Context: an optimization exercise on an open-source flow, tuned for small area, a short achievable clock period and few clock cycles per item. The choices shown serve that exercise and are no tape-out recipe. At most, simulation tests tie the RTL to the original design; equivalence was not proved. No activity file was given, so power comes from the tool's default toggle rates.

## rev 12
==> module lps_step_core, before the edit <==
module lps_step_core
#(
    parameter int W = lps_pkg::COORD_BITS_DEF
)
(
    input  logic                clk,
    input  logic                rst_n,
    input  logic                proc,
    input  logic                kind,
    input  logic                load_wr,
    input  logic signed [W-1:0] x_start,
    input  logic signed [W-1:0] y_start,
    input  logic signed [W-1:0] x_end,
    input  logic signed [W-1:0] y_end,
    output logic                res_pixel_valid,
    output logic signed [W-1:0] res_x,
    output logic signed [W-1:0] res_y,
    output logic                res_last
);
    logic [3:0]   phase_reg, phase_next;    
    logic [W-1:0] cur_x_reg, cur_x_next;
    logic [W-1:0] cur_y_reg, cur_y_next;
    logic [W-1:0] far_x_reg, far_x_next;    
    logic [W-1:0] far_y_reg, far_y_next;    
    logic [W-1:0] u_reg, u_next;            
    logic [W-1:0] v_reg, v_next;            
    logic         neg_x_reg, neg_x_next;
    logic         neg_y_reg, neg_y_next;
    logic         maj_y_reg, maj_y_next;
    logic         cin_reg, cin_next;        
    logic         qcin_reg, qcin_next;      
    logic         pv_reg, pv_next;
    logic         last_reg, last_next;
    logic [W:0]   dx, dy, t, q_wrap;
    logic         walking, s_maj, s_min, diag, y_dec, p_far, minor, is_last;
    logic         s_maj_n, s_min_n;
    logic [W-1:0] m_big;
    assign res_pixel_valid = pv_reg;
    assign res_x           = pv_reg ? cur_x_reg : '0;
    assign res_y           = pv_reg ? cur_y_reg : '0;
    assign res_last        = last_reg;
    always_comb
    begin
        dx      = {far_x_reg[W-1], far_x_reg} - {u_reg[W-1], u_reg};
        dy      = {far_y_reg[W-1], far_y_reg} - {v_reg[W-1], v_reg};
        walking = phase_reg[lps_pkg::PH_WALK];
        s_maj   = maj_y_reg ? neg_y_reg : neg_x_reg;
        s_min   = maj_y_reg ? neg_x_reg : neg_y_reg;
        diag    = (v_reg != '0) || s_min;
        y_dec   = diag && (neg_x_reg ^ neg_y_reg);
        p_far   = (maj_y_reg && !diag) ? neg_y_reg : neg_x_reg;
        t       = {1'b0, u_reg} + {1'b1, ~v_reg} + (W+1)'(cin_reg);
        minor   = t[W];
        q_wrap  = {1'b0, u_reg} + {1'b0, walking ? far_x_reg : '0} + (W+1)'(qcin_reg);
        m_big   = u_reg;
        phase_next = phase_reg;
        cur_x_next = cur_x_reg;
        cur_y_next = cur_y_reg;
        far_x_next = far_x_reg;
        far_y_next = far_y_reg;
        u_next     = u_reg;
        v_next     = v_reg;
        neg_x_next = neg_x_reg;
        neg_y_next = neg_y_reg;
        maj_y_next = maj_y_reg;
        pv_next    = pv_reg;
        last_next  = last_reg;
        is_last    = 1'b0;
        if (proc)
        begin
            pv_next   = 1'b0;
            last_next = 1'b0;
            if (kind == lps_pkg::KIND_LOAD)
                phase_next = 4'b0001 << lps_pkg::PH_FIRST;
            else
            begin
                phase_next = '0;
                case (1'b1)
                    phase_reg[lps_pkg::PH_FIRST]:
                    begin
                        pv_next    = 1'b1;
                        cur_x_next = u_reg;
                        cur_y_next = v_reg;
                        u_next     = dx[W-1:0] ^ {W{dx[W]}};
                        v_next     = dy[W-1:0] ^ {W{dy[W]}};
                        neg_x_next = dx[W];
                        neg_y_next = dy[W];
                        phase_next[lps_pkg::PH_SECOND] = 1'b1;
                    end
                    phase_reg[lps_pkg::PH_SECOND]:
                    begin
                        pv_next    = 1'b1;
                        cur_x_next = far_x_reg;
                        cur_y_next = far_y_reg;
                        far_x_next = cur_x_reg;
                        far_y_next = cur_y_reg;
                        maj_y_next = t[W];
                        u_next     = t[W] ? v_reg : u_reg;
                        v_next     = t[W] ? u_reg : v_reg;
                        phase_next[lps_pkg::PH_WALK0] = 1'b1;
                    end
                    phase_reg[lps_pkg::PH_WALK0]:
                    begin
                        pv_next    = 1'b1;
                        if (!p_far)
                        begin
                            cur_x_next = far_x_reg;
                            cur_y_next = far_y_reg;
                        end
                        u_next     = q_wrap[W:1];
                        far_x_next = t[W-1:0];
                        far_y_next = q_wrap[W-1:0];
                        is_last    = (m_big[W-1:1] == '0)
                                  && (s_maj ? (diag && !m_big[0]) : (m_big[0] == diag));
                        last_next  = is_last;
                        phase_next[lps_pkg::PH_WALK] = !is_last;
                    end
                    phase_reg[lps_pkg::PH_WALK]:
                    begin
                        pv_next    = 1'b1;
                        far_y_next = far_y_reg - 1'b1;
                        u_next     = minor ? q_wrap[W-1:0] : t[W-1:0];
                        if (!maj_y_reg || minor)
                            cur_x_next = cur_x_reg + 1'b1;
                        if (maj_y_reg || minor)
                            cur_y_next = cur_y_reg + {{(W-1){y_dec}}, 1'b1};
                        is_last    = (far_y_reg == {{(W-2){1'b0}}, diag, !diag});
                        last_next  = is_last;
                        phase_next[lps_pkg::PH_WALK] = !is_last;
                    end
                    default:
                    begin
                    end
                endcase
            end
        end
        if (load_wr)
        begin
            far_x_next = x_end;
            far_y_next = y_end;
            u_next     = x_start;
            v_next     = y_start;
        end
        s_maj_n = maj_y_next ? neg_y_next : neg_x_next;
        s_min_n = maj_y_next ? neg_x_next : neg_y_next;
        if (phase_next[lps_pkg::PH_SECOND])
            cin_next = neg_x_next || !neg_y_next;
        else if (phase_next[lps_pkg::PH_WALK0])
            cin_next = s_maj_n || !s_min_n;
        else
            cin_next = !s_min_n;
        qcin_next = s_maj_n && !(phase_next[lps_pkg::PH_WALK] && s_min_n);
    end
    always_ff @(posedge clk or negedge rst_n)
    begin
        if (!rst_n)
            phase_reg <= '0;
        else
            phase_reg <= phase_next;
    end
    always_ff @(posedge clk)
    begin
        cur_x_reg <= cur_x_next;
        cur_y_reg <= cur_y_next;
        far_x_reg <= far_x_next;
        far_y_reg <= far_y_next;
        u_reg     <= u_next;
        v_reg     <= v_next;
        neg_x_reg <= neg_x_next;
        neg_y_reg <= neg_y_next;
        maj_y_reg <= maj_y_next;
        cin_reg   <= cin_next;
        qcin_reg  <= qcin_next;
        pv_reg    <= pv_next;
        last_reg  <= last_next;
    end
endmodule
clock: 7.0 ns
lec_check: 0
cap_margin: 20
core_margin: 2
core_utilization: 55
setup_slack_margin: 3.7
slew_margin: 20
standard.sh (not shown) runs the stock make flow with config.mk's settings and CLKGATE_MAP_FILE= SYNTH_SCRIPT=/design/flow/synth_recipe.tcl, a recipe that flattens the netlist after the stock synthesis.
==> flow/flow/run.sh <==
#!/bin/bash
# The standard layout (the standard.sh: ORFS synthesis to finish, unchanged), except
# that the buffer on each input and output port is sky130_fd_sc_hd__buf_1 instead of the
# cell buffer_ports picks by itself (a slow clkdlybuf4s50_1 delay cell).
# ORFS writes each step's full log under orfs/logs/; make's own output goes to
# flow_make.log here.
set -euo pipefail
cd "$(dirname "$0")/.."
export BUFFER_PORTS_ARGS="-buffer_cell sky130_fd_sc_hd__buf_1"
bash standard.sh finish > flow_make.log 2>&1
Testbench counts of rev 12, summed over its fixed seeds: cycles 32,008, items 32,000.
The inputs of rev 13 differ from those of rev 12 as listed below.
-- flow/design.v --
<<< rev 12, line 45
    logic         s_maj_n, s_min_n;
    logic [W-1:0] m_big;
    assign res_pixel_valid = pv_reg;
    assign res_x           = pv_reg ? cur_x_reg : '0;
>>> rev 13, line 45
    logic         s_maj_n, s_min_n;
    logic [W-1:0] m_big;
    function automatic logic [W-1:0] step_one(input logic [W-1:0] a, input logic dec);
        logic c;
        c = 1'b1;
        for (int i = 0; i < W; i++)
        begin
            step_one[i] = a[i] ^ c;
            c           = c & (a[i] ^ dec);
        end
    endfunction
    assign res_pixel_valid = pv_reg;
    assign res_x           = pv_reg ? cur_x_reg : '0;
<<< rev 12, line 128
                    begin
                        pv_next    = 1'b1;
                        far_y_next = far_y_reg - 1'b1;
                        u_next     = minor ? q_wrap[W-1:0] : t[W-1:0];
                        if (!maj_y_reg || minor)
                            cur_x_next = cur_x_reg + 1'b1;
                        if (maj_y_reg || minor)
                            cur_y_next = cur_y_reg + {{(W-1){y_dec}}, 1'b1};
                        is_last    = (far_y_reg == {{(W-2){1'b0}}, diag, !diag});
                        last_next  = is_last;
>>> rev 13, line 137
                    begin
                        pv_next    = 1'b1;
                        far_y_next = step_one(far_y_reg, 1'b1);
                        u_next     = minor ? q_wrap[W-1:0] : t[W-1:0];
                        if (!maj_y_reg || minor)
                            cur_x_next = step_one(cur_x_reg, 1'b0);
                        if (maj_y_reg || minor)
                            cur_y_next = step_one(cur_y_reg, y_dec);
                        is_last    = (far_y_reg == {{(W-2){1'b0}}, diag, !diag});
                        last_next  = is_last;
Findings:
Final clock period utilization by the worst path: rev 12 vs rev 13, no meaningful difference
Area share of and/or/nand/nor cells after synthesis (lower): rev 13
The setup slack of rev 13 falls short of that of rev 12 by 0.0071 ns.
When rev 13 is set beside rev 12, its cell count turns out to be 5 larger.
Comparing cell-internal power for rev 12 and rev 13, the smaller number came from rev 13.
Summary of rev 13 over rev 12: met3 demand-to-capacity share in global routing rose by 0.28 points; peak clock frequency supported by timing closely matched the old numbers; global-route wire length before repair +about 8%; number of nets at the end of the flow climbed 1.9%.
Power: rev 13 lower than rev 12
Cell depth of the worst setup path: rev 12 and rev 13 compared, higher one is rev 13
[rev 13 vs rev 12] final critical path time including I/O delays and setup: higher in rev 13
The RTL of rev 13 was laid out without a check of its function.

line_pixel_stepper again, from the RTL that the note above started with.
export LEC_CHECK = 0
export CAP_MARGIN = 0
export CORE_MARGIN = 2
export CORE_UTILIZATION = 55
export SETUP_SLACK_MARGIN = 4.1
export SLEW_MARGIN = 0
export TNS_END_PERCENT = 0
create_clock -name core_clock -period 7.0 [get_ports {clk}]
Scripts as last shown in full above: flow/flow/run.sh
The starting point produced a clean layout.
Testbench counts at the start, summed over its fixed seeds: cycles 32,008, items 32,000.
==> next run, changes <==
--- a/flow/design.v
+++ b/flow/design.v
@@ -117,9 +117,9 @@
                             cur_y_next = far_y_reg;
                         end
                         u_next     = q_wrap[W:1];
                         far_x_next = t[W-1:0];
-                        far_y_next = q_wrap[W-1:0];
+                        far_y_next = u_reg;
                         is_last    = (m_big[W-1:1] == '0)
                                   && (s_maj ? (diag && !m_big[0]) : (m_big[0] == diag));
                         last_next  = is_last;
                         phase_next[lps_pkg::PH_WALK] = !is_last;
@@ -132,9 +132,10 @@
                         if (!maj_y_reg || minor)
                             cur_x_next = cur_x_reg + 1'b1;
                         if (maj_y_reg || minor)
                             cur_y_next = cur_y_reg + {{(W-1){y_dec}}, 1'b1};
-                        is_last    = (far_y_reg == {{(W-2){1'b0}}, diag, !diag});
+                        is_last    = (far_y_reg[W-1:2] == '0)
+                                  && (far_y_reg[1:0] == {diag && !s_maj, diag == s_maj});
                         last_next  = is_last;
                         phase_next[lps_pkg::PH_WALK] = !is_last;
                     end
                     default:
After rerunning:
- final area shrinks by 0.93%
- power fell by 1.6%
- combinational power barely changes
- die area stays flat
- setup slack is worse by 71 ps
- critical path depth is higher by 1
- synthesized cell count went up by 1.2%
- area after synthesis hardly moves
- wire length increases by 2.6%
- clock skew stays flat
- worst hold slack hardly moves
The RTL of the second run of this note was laid out without a check of its function.

## job 3442
Starting RTL as in the previous note.
Settings: LEC_CHECK=0, CAP_MARGIN=20, CORE_MARGIN=2, CORE_UTILIZATION=55, SETUP_SLACK_MARGIN=3.8, SLEW_MARGIN=20, TNS_END_PERCENT=10; clock period 7.0 ns.
Scripts as last shown in full above: flow/flow/run.sh
Job 3442 | stages: all done | timing, DRC, antenna: all pass
Testbench counts of job 3442, summed over its fixed seeds: cycles 32,008, items 32,000.
Here is what was changed in the inputs of job 4561 compared with job 3442.
--- a/flow/design.v
+++ b/flow/design.v
@@ -42,7 +42,8 @@
     logic         last_reg, last_next;
     logic [W:0]   dx, dy, t, q_wrap;
     logic         walking, s_maj, s_min, diag, y_dec, p_far, minor, is_last;
-    logic         s_maj_n, s_min_n;
+    logic         s_maj_n, s_min_n, walk_upd;
+    logic [W-1:0] u_d;
     logic [W-1:0] m_big;
     assign res_pixel_valid = pv_reg;
     assign res_x           = pv_reg ? cur_x_reg : '0;
@@ -75,6 +76,7 @@
         pv_next    = pv_reg;
         last_next  = last_reg;
         is_last    = 1'b0;
+        walk_upd   = 1'b0;
         if (proc)
         begin
             pv_next   = 1'b0;
@@ -128,7 +130,7 @@
                     begin
                         pv_next    = 1'b1;
                         far_y_next = far_y_reg - 1'b1;
-                        u_next     = minor ? q_wrap[W-1:0] : t[W-1:0];
+                        walk_upd   = 1'b1;
                         if (!maj_y_reg || minor)
                             cur_x_next = cur_x_reg + 1'b1;
                         if (maj_y_reg || minor)
@@ -160,6 +162,16 @@
             cin_next = !s_min_n;
         qcin_next = s_maj_n && !(phase_next[lps_pkg::PH_WALK] && s_min_n);
     end
+    lps_pick #(
+        .W (W)
+    ) u_pick (
+        .walk  (walk_upd),
+        .minor (minor),
+        .a     (q_wrap[W-1:0]),
+        .b     (t[W-1:0]),
+        .c     (u_next),
+        .y     (u_d)
+    );
     always_ff @(posedge clk or negedge rst_n)
     begin
         if (!rst_n)
@@ -173,7 +185,7 @@
         cur_y_reg <= cur_y_next;
         far_x_reg <= far_x_next;
         far_y_reg <= far_y_next;
-        u_reg     <= u_next;
+        u_reg     <= u_d;
         v_reg     <= v_next;
         neg_x_reg <= neg_x_next;
         neg_y_reg <= neg_y_next;
@@ -183,6 +195,20 @@
         pv_reg    <= pv_next;
         last_reg  <= last_next;
     end
+endmodule
+module lps_pick
+#(
+    parameter int W = lps_pkg::COORD_BITS_DEF
+)
+(
+    input  logic         walk,
+    input  logic         minor,
+    input  logic [W-1:0] a,
+    input  logic [W-1:0] b,
+    input  logic [W-1:0] c,
+    output logic [W-1:0] y
+);
+    assign y = walk ? (minor ? a : b) : c;
 endmodule
 module line_pixel_stepper
 #(
==> run summary <==
On wire length, the higher figure sits with job 4561, not job 3442.
Job 4561 vs. job 3442: global-route wire length before repair moved up; total power of the final layout moved down; mux cell area share after synthesis moved up; count of inverters other than clock inverters in the layout moved up; number of cells produced by synthesis moved up.
Going from job 3442 to job 4561, sequential power shrinks by 3.1%.
Maximum clock frequency shrinks by a few percent when moving from job 3442 to job 4561.
Of job 3442 and job 4561, job 4561 shows the lower combinational share of power, with job 3442 above it.
No functional check of the RTL was part of job 4561.

[static timing again, ports no longer ideal]
How much do the figures lean on ideal ports? The routed layouts below were timed once more, with nothing changed but the port constraints. Step 1 assumes that a clkbuf_16 drives the clock port and a buf_2 every other input. Step 2 times the ports against the registers' clock, not the clock port: input delays grow and output delays shrink by t, the midpoint of the rising clock arrivals with the driver on. Three values: ideal ports, drivers, drivers and shift; two values: the first two.
run	t, ns	setup WS [ns]	worst slew at a driven data input, ns
rev 12	0.392	3.721 / 3.721 / 3.721	0.04
rev 13	0.403	3.714 / 3.714 / 3.587	0.04
the first run of note 2	0.399	3.905 / 3.905 / 3.655	0.07
the second run of note 2	0.392	3.834 / 3.834 / 3.580	0.04
job 3442	0.395	3.814 / 3.814 / 3.538	0.04
job 4561	0.400	3.637 / 3.637 / 3.481	0.03
After both steps setup and hold are still met in every run listed. The setup slack of job 3442, which loses most, moves by 0.000 ns with the drivers and by -0.276 ns with both steps.
